This is an optimization exercise on Yosys and OpenROAD, whose aim is a short achievable clock period and few clock cycles per item, not a production implementation. Only simulation tests tie the RTL to the original design; equivalence was not proved.

==> run P: inputs <==
// bilevel_run_length_encoder_unit
module bilevel_run_length_encoder_unit (
    input  wire logic                             i_clk,
    input  wire logic                             i_rst_n,
    input  wire logic                             i_cfg_we,
    input  wire logic [blre_pkg::CFG_IDX_W-1:0]   i_cfg_idx,
    input  wire logic [blre_pkg::CFG_W-1:0]       i_cfg_data,
    input  wire logic                             i_in_valid,
    output logic                                  o_in_stall,
    input  wire logic                             i_pixel,
    output logic                                  o_out_valid,
    input  wire logic                             i_out_stall,
    output logic [7:0]                            o_out_byte,
    output logic                                  o_last_of_batch,
    output logic                                  o_end_of_image
);
    logic [WID_W-1:0] r_w;
    logic [HGT_W-1:0] r_h;
    logic             r_f;
    logic [10:0]      r_we;
    logic [COL_W-1:0] r_wm1;
    logic [HGT_W-1:0] r_he;
    logic [HGT_W-1:0] r_hm1;
    logic [31:0]      r_pos_hi, r_pos_lo;
    logic             r_w1, r_w2, r_h1, r_h2;    
    logic             w_zero, w_big;
    logic [4:0]       lo_idx, hi_idx;
    logic             code_vld;
    logic             in_ready;
    blre_pkg::t_code  code;
    always_ff @(posedge i_clk) begin
        if (!i_rst_n) begin
            r_w <= WID_W'(1);
            r_h <= HGT_W'(1);
            r_f <= 1'b0;
        end else if (i_cfg_we) begin
            case (i_cfg_idx)
                CFG_IMAGE_WIDTH:   r_w <= i_cfg_data[WID_W-1:0];
                CFG_IMAGE_HEIGHT:  r_h <= i_cfg_data[HGT_W-1:0];
                CFG_FILTER_ENABLE: r_f <= i_cfg_data[0];
                default: ;
            endcase
        end
    end
    always_comb begin
        w_zero = (r_w == '0);
        w_big  = (r_w > WID_W'(MAX_WIDTH));
        lo_idx = r_w[4:0] - 5'd1;
        hi_idx = r_w[9:5] - {4'd0, (r_w[4:0] == 5'd0)};
    end
    always_ff @(posedge i_clk) begin
        if (w_zero) begin
            r_wm1    <= '0;
            r_pos_hi <= 32'd1;
  ...
clock: 8.0 ns
lec_check: 0
cap_margin: 20
core_margin: 2
core_utilization: 70
cts_cluster_diameter: 100
cts_cluster_size: 30
place_density: 0.85
setup_slack_margin: 5.0
slew_margin: 20
standard.sh (not shown) runs the stock make flow with config.mk's settings and CLKGATE_MAP_FILE= SYNTH_SCRIPT=/design/flow/synth_recipe.tcl, a recipe that flattens the netlist after the stock synthesis.
==> flow/flow/run.sh <==
#!/bin/bash
set -euo pipefail
W=$(pwd)
make -C "$FLOW_HOME" DESIGN_CONFIG="$W/config.mk" WORK_HOME="$W/orfs" CLKGATE_MAP_FILE= \
    SYNTH_SCRIPT="$W/synth_recipe.tcl" \
    CORE_UTILIZATION=70 CORE_MARGIN=2 PLACE_DENSITY=0.85 CAP_MARGIN=20 SLEW_MARGIN=20 \
    CTS_CLUSTER_SIZE=30 CTS_CLUSTER_DIAMETER=100 \
    SETUP_SLACK_MARGIN=5.6 finish > "$W/make_finish.log" 2>&1
R="$W/orfs/results/$FLOW_PLATFORM/bilevel_run_length_encoder_unit/base"
: # left out here: write the final layout as DEF
==> run X (differences from run P) <==
--- a/flow/design.v
+++ b/flow/design.v
@@ -9,11 +9,11 @@
     localparam int CFG_IDX_W = 2;
     localparam int V_W       = 24;    
     localparam int N_W       = 9;     
     localparam int K_W       = 5;
     localparam int B_W       = 6;     
-    localparam int EV_DEPTH  = 11;    
+    localparam int EV_DEPTH  = 12;    
     localparam int EV_AW     = $clog2(EV_DEPTH);
     localparam logic [CFG_IDX_W-1:0] CFG_IMAGE_WIDTH   = 2'd0;
     localparam logic [CFG_IDX_W-1:0] CFG_IMAGE_HEIGHT  = 2'd1;
     localparam logic [CFG_IDX_W-1:0] CFG_FILTER_ENABLE = 2'd2;
     typedef struct packed {
@@ -79,23 +79,27 @@
     input  wire logic                       i_w2,        
     input  wire logic                       i_h1,        
     input  wire logic                       i_h2,        
     input  wire logic                       i_filt,
     input  wire logic                       i_in_valid,
-    input  wire logic                       i_in_ready,
+    input  wire logic                       i_in_stall,
     input  wire logic                       i_pixel,
     output logic                            o_code_vld,
     output blre_pkg::t_code                 o_code
 );
+    logic r00_v, r00_p;
     logic r0_v, r0_p;
     always_ff @(posedge i_clk) begin
         if (!i_rst_n) begin
-            r0_v <= 1'b0;
+            r00_v <= 1'b0;
+            r0_v  <= 1'b0;
         end else begin
-            r0_v <= i_in_valid && i_in_ready;
+            r00_v <= i_in_valid && !i_in_stall;
+            r0_v  <= r00_v;
         end
-        r0_p <= i_pixel;
+        r00_p <= i_pixel;
+        r0_p  <= r00_p;
     end
     logic [COL_W-1:0] r_cl, cl;
     logic [HGT_W-1:0] r_rl, rl;
     logic             r_lc, r_lr;
     logic             r_first;
@@ -251,11 +255,10 @@
     input  wire logic [HGT_W-1:0] i_he,       
     input  wire logic             i_filt,
     input  wire logic             i_code_vld,
     input  wire blre_pkg::t_code  i_code,
     output logic                  o_in_stall,
-    output logic                  o_in_ready,     
     output logic                  o_out_valid,
     input  wire logic             i_out_stall,
     output logic [7:0]            o_out_byte,
     output logic                  o_last_of_batch,
     output logic                  o_end_of_image
@@ -346,28 +349,25 @@
         if (!i_rst_n) begin
             r_wp       <= (EV_DEPTH)'(1);
             r_rp       <= (EV_DEPTH)'(1);
             r_cnt      <= '0;
             o_in_stall <= 1'b0;
-            o_in_ready <= 1'b1;
         end else begin
             if (b_v) r_wp <= {r_wp[EV_DEPTH-2:0], r_wp[EV_DEPTH-1]};
             if (pop) r_rp <= {r_rp[EV_DEPTH-2:0], r_rp[EV_DEPTH-1]};
             if (b_v && !pop) begin
                 r_cnt <= {r_cnt[EV_DEPTH-2:0], 1'b1};
             end else if (!b_v && pop) begin
                 r_cnt <= {1'b0, r_cnt[EV_DEPTH-1:1]};
             end
-            o_in_stall <= r_cnt[EV_DEPTH-8];
-            o_in_ready <= !r_cnt[EV_DEPTH-8];
+            o_in_stall <= r_cnt[EV_DEPTH-9];
         end
     end
     logic             r_busy;
     logic             r_hdr;
     logic [2:0]       r_hcnt;
     logic             r_h6;        
-    logic             r_L;         
     logic             r_fbit;
     logic             r_pad;
     logic             r_first;
     logic [7:0]       r_m0;
     logic [31:0]      r_w;
@@ -409,16 +409,17 @@
         end
         if (go) begin
             if (r_hdr) begin
                 push   = 1'b1;
                 p_last = r_h6 && r_nz;
+                done   = r_h6 && r_nz;
             end else begin
                 push   = !r_nz;
                 p_last = r_n1;
                 p_eoi  = r_n1 && r_pad;
+                done   = r_nz || r_n1;
             end
-            done = r_L;
         end
         pop = (!r_busy || done) && r_cnt[0];
     end
     always_ff @(posedge i_clk) begin
         if (!i_rst_n) begin
@@ -448,11 +449,10 @@
     always_ff @(posedge i_clk) begin
         if (pop) begin
             r_hdr   <= head.hdr;
             r_hcnt  <= '0;
             r_h6    <= 1'b0;
-            r_L     <= !head.hdr && (head.nz || head.n1);
             r_fbit  <= head.fbit;
             r_pad   <= head.pad;
             r_first <= 1'b1;
             r_m0    <= head.m0;
             r_w     <= head.w;
@@ -463,11 +463,10 @@
             r_n1    <= head.n1;
         end else if (go) begin
             if (r_hdr) begin
                 r_hcnt <= r_hcnt + 3'd1;
                 r_h6   <= (r_hcnt == 3'd5);
-                r_L    <= r_h6 ? r_n1 : ((r_hcnt == 3'd5) && r_nz);
                 if (r_h6) begin
                     r_hdr <= 1'b0;
                 end
             end else begin
                 r_first <= 1'b0;
@@ -479,45 +478,37 @@
                         r_inw <= (r_ol == B_W'(1));
                     end
                 end
                 r_nby <= r_nby - B_W'(1);
                 r_n1  <= (r_nby == B_W'(2));
-                r_L   <= (r_nby == B_W'(2));
             end
         end
     end
     logic       r_ov, r_ol_o, r_oe;
     logic [7:0] r_ob;
-    logic       r_nov;
     logic       r_cl, r_ce;
     logic [7:0] r_cb;
     logic       r_sl, r_se;
     logic [7:0] r_sb;
     logic       free;
-    logic       ov_next;
     logic [9:0] o_new;
     always_comb begin
-        free    = r_nov || !i_out_stall;
-        o_new   = r_sv ? {r_se, r_sl, r_sb} : {p_eoi, p_last, p_byte};
-        ov_next = (!r_nov && i_out_stall) || r_sv || push;
+        free  = !r_ov || !i_out_stall;
+        o_new = r_sv ? {r_se, r_sl, r_sb} : {p_eoi, p_last, p_byte};
     end
     always_ff @(posedge i_clk) begin
         if (!i_rst_n) begin
-            r_ov  <= 1'b0;
-            r_nov <= 1'b1;
-            r_sv  <= 1'b0;
-        end else begin
-            r_ov  <= ov_next;
-            r_nov <= !ov_next;
-            r_sv  <= !free && (r_sv || push);
+            r_ov <= 1'b0;
+            r_sv <= 1'b0;
+        end else begin
+            r_ov <= (r_ov && i_out_stall) || r_sv || push;
+            r_sv <= !free && (r_sv || push);
         end
     end
     always_ff @(posedge i_clk) begin
         {r_oe, r_ol_o, r_ob} <= free ? o_new : {r_ce, r_cl, r_cb};
-        if (free) begin
-            {r_ce, r_cl, r_cb} <= o_new;
-        end
+        {r_ce, r_cl, r_cb}   <= free ? o_new : {r_oe, r_ol_o, r_ob};
         if (push) begin
             r_sb <= p_byte;
             r_sl <= p_last;
             r_se <= p_eoi;
         end
@@ -553,14 +544,11 @@
     logic [COL_W-1:0] r_wm1;
     logic [HGT_W-1:0] r_he;
     logic [HGT_W-1:0] r_hm1;
     logic [31:0]      r_pos_hi, r_pos_lo;
     logic             r_w1, r_w2, r_h1, r_h2;    
-    logic             w_zero, w_big;
-    logic [4:0]       lo_idx, hi_idx;
     logic             code_vld;
-    logic             in_ready;
     blre_pkg::t_code  code;
     always_ff @(posedge i_clk) begin
         if (!i_rst_n) begin
             r_w <= WID_W'(1);
             r_h <= HGT_W'(1);
@@ -572,41 +560,31 @@
                 CFG_FILTER_ENABLE: r_f <= i_cfg_data[0];
                 default: ;
             endcase
         end
     end
-    always_comb begin
-        w_zero = (r_w == '0);
-        w_big  = (r_w > WID_W'(MAX_WIDTH));
-        lo_idx = r_w[4:0] - 5'd1;
-        hi_idx = r_w[9:5] - {4'd0, (r_w[4:0] == 5'd0)};
-    end
-    always_ff @(posedge i_clk) begin
-        if (w_zero) begin
-            r_wm1    <= '0;
-            r_pos_hi <= 32'd1;
-            r_pos_lo <= 32'd1;
-        end else if (w_big) begin
-            r_wm1    <= COL_W'(MAX_WIDTH - 1);
-            r_pos_hi <= 32'h8000_0000;
-            r_pos_lo <= 32'h8000_0000;
-        end else begin
-            r_wm1    <= COL_W'(r_w - WID_W'(1));
-            r_pos_hi <= 32'd1 << hi_idx;
-            r_pos_lo <= 32'd1 << lo_idx;
+    always_ff @(posedge i_clk) begin
+        if (r_w == '0) begin
+            r_wm1 <= '0;
+        end else if (r_w > WID_W'(MAX_WIDTH)) begin
+            r_wm1 <= COL_W'(MAX_WIDTH - 1);
+        end else begin
+            r_wm1 <= COL_W'(r_w - WID_W'(1));
         end
         if (r_h == '0) begin
             r_hm1 <= '0;
         end else begin
             r_hm1 <= r_h - HGT_W'(1);
         end
-        r_w1 <= (r_w == WID_W'(0)) || (r_w == WID_W'(1));
-        r_w2 <= (r_w == WID_W'(2));
-        r_h1 <= (r_h == HGT_W'(0)) || (r_h == HGT_W'(1));
-        r_h2 <= (r_h == HGT_W'(2));
-        r_we <= {1'b0, r_wm1} + 11'd1;
-        r_he <= r_hm1 + HGT_W'(1);
+        r_we     <= {1'b0, r_wm1} + 11'd1;
+        r_he     <= r_hm1 + HGT_W'(1);
+        r_pos_hi <= 32'd1 << r_wm1[9:5];
+        r_pos_lo <= 32'd1 << r_wm1[4:0];
+        r_w1     <= (r_wm1 == COL_W'(0));
+        r_w2     <= (r_wm1 == COL_W'(1));
+        r_h1     <= (r_hm1 == HGT_W'(0));
+        r_h2     <= (r_hm1 == HGT_W'(1));
     end
     blre_ctrl u_ctrl (
         .i_clk      (i_clk),
         .i_rst_n    (i_rst_n),
         .i_wm1      (r_wm1),
@@ -617,11 +595,11 @@
         .i_w2       (r_w2),
         .i_h1       (r_h1),
         .i_h2       (r_h2),
         .i_filt     (r_f),
         .i_in_valid (i_in_valid),
-        .i_in_ready (in_ready),
+        .i_in_stall (o_in_stall),
         .i_pixel    (i_pixel),
         .o_code_vld (code_vld),
         .o_code     (code)
     );
     blre_pack u_pack (
@@ -631,11 +609,10 @@
         .i_he            (r_he),
         .i_filt          (r_f),
         .i_code_vld      (code_vld),
         .i_code          (code),
         .o_in_stall      (o_in_stall),
-        .o_in_ready      (in_ready),
         .o_out_valid     (o_out_valid),
         .i_out_stall     (i_out_stall),
         .o_out_byte      (o_out_byte),
         .o_last_of_batch (o_last_of_batch),
         .o_end_of_image  (o_end_of_image)
==> flow/run.sh (new file) <==
#!/bin/bash
# synth_recipe.tcl (not shown) runs the flow's synth.tcl, then flattens the netlist and writes it again
# the make line also repeats each setting of config.mk as NAME=value (left out here)
make -C /OpenROAD-flow-scripts/flow DESIGN_CONFIG=/design/flow/config.mk WORK_HOME=/design/flow/orfs CLKGATE_MAP_FILE= SYNTH_SCRIPT=/design/flow/synth_recipe.tcl finish
removed: flow/flow/run.sh
removed: flow/standard.sh
==> flow_summary.toml <==
[outcome]
status = "finished clean"

[power]
clk-power_uw = 5570

[floorplan]
die_h_um = 374.0

[global_route]
grt.met1_usage = 0.4438
grt_usage = 0.3006

[critical_path]
reg2reg_slack_ps = 5180

[final_layout]
final_core_util = 0.7366

[timing]
hold_slack_ps = 332.9

[detailed_routing]
wl_mm = 214.4
[end of results for run X]
==> flow_summary.toml <==
[outcome]
status = "finished clean"

[detailed_routing]
wl_mm = 216.5

[timing]
hold_slack_ps = 339.2

[global_route]
grt.met1_usage = 0.4431

[critical_path]
reg2reg_slack_ps = 5430

[hold_path]
whs_path_depth = 0

[power]
clk-power_uw = 5420
[end of results for run P]
Testbench counts of run P, summed over its fixed seeds: cycles 87,121, pixels 86,579.
Testbench counts of run X, summed over its fixed seeds: cycles 87,169, pixels 86,579.

[static timing again, ports no longer ideal]
No port has a modelled driver above. Below, the same layouts with a new extraction and two added sets of constraints. Step 1 (the two cells are an assumption about what drives the block):
set clk [get_ports {i_clk}]
set_driving_cell -lib_cell sky130_fd_sc_hd__clkbuf_16 $clk
set_driving_cell -lib_cell sky130_fd_sc_hd__buf_2 [delete_from_list [all_inputs] $clk]
Step 2, shift: input delay + t, output delay - t, t = (earliest + latest rising clock arrival at the registers) / 2. This alone moves slack from input paths to output paths. Three values: no drivers, after step 1, after step 2; two values: the first two.
run	t, ns	setup WS [ns]	hold WS [ns]	cell pins on the clock port's net
run P	0.831	5.078 / 4.998 / 4.797	0.339 / 0.339 / 0.339	1
run X	0.834	5.032 / 4.943 / 4.490	0.333 / 0.333 / 0.333	1
After both steps setup and hold are still met in every run listed. The setup slack of run X, which loses most, moves by -0.089 ns with the drivers and by -0.542 ns with both steps.
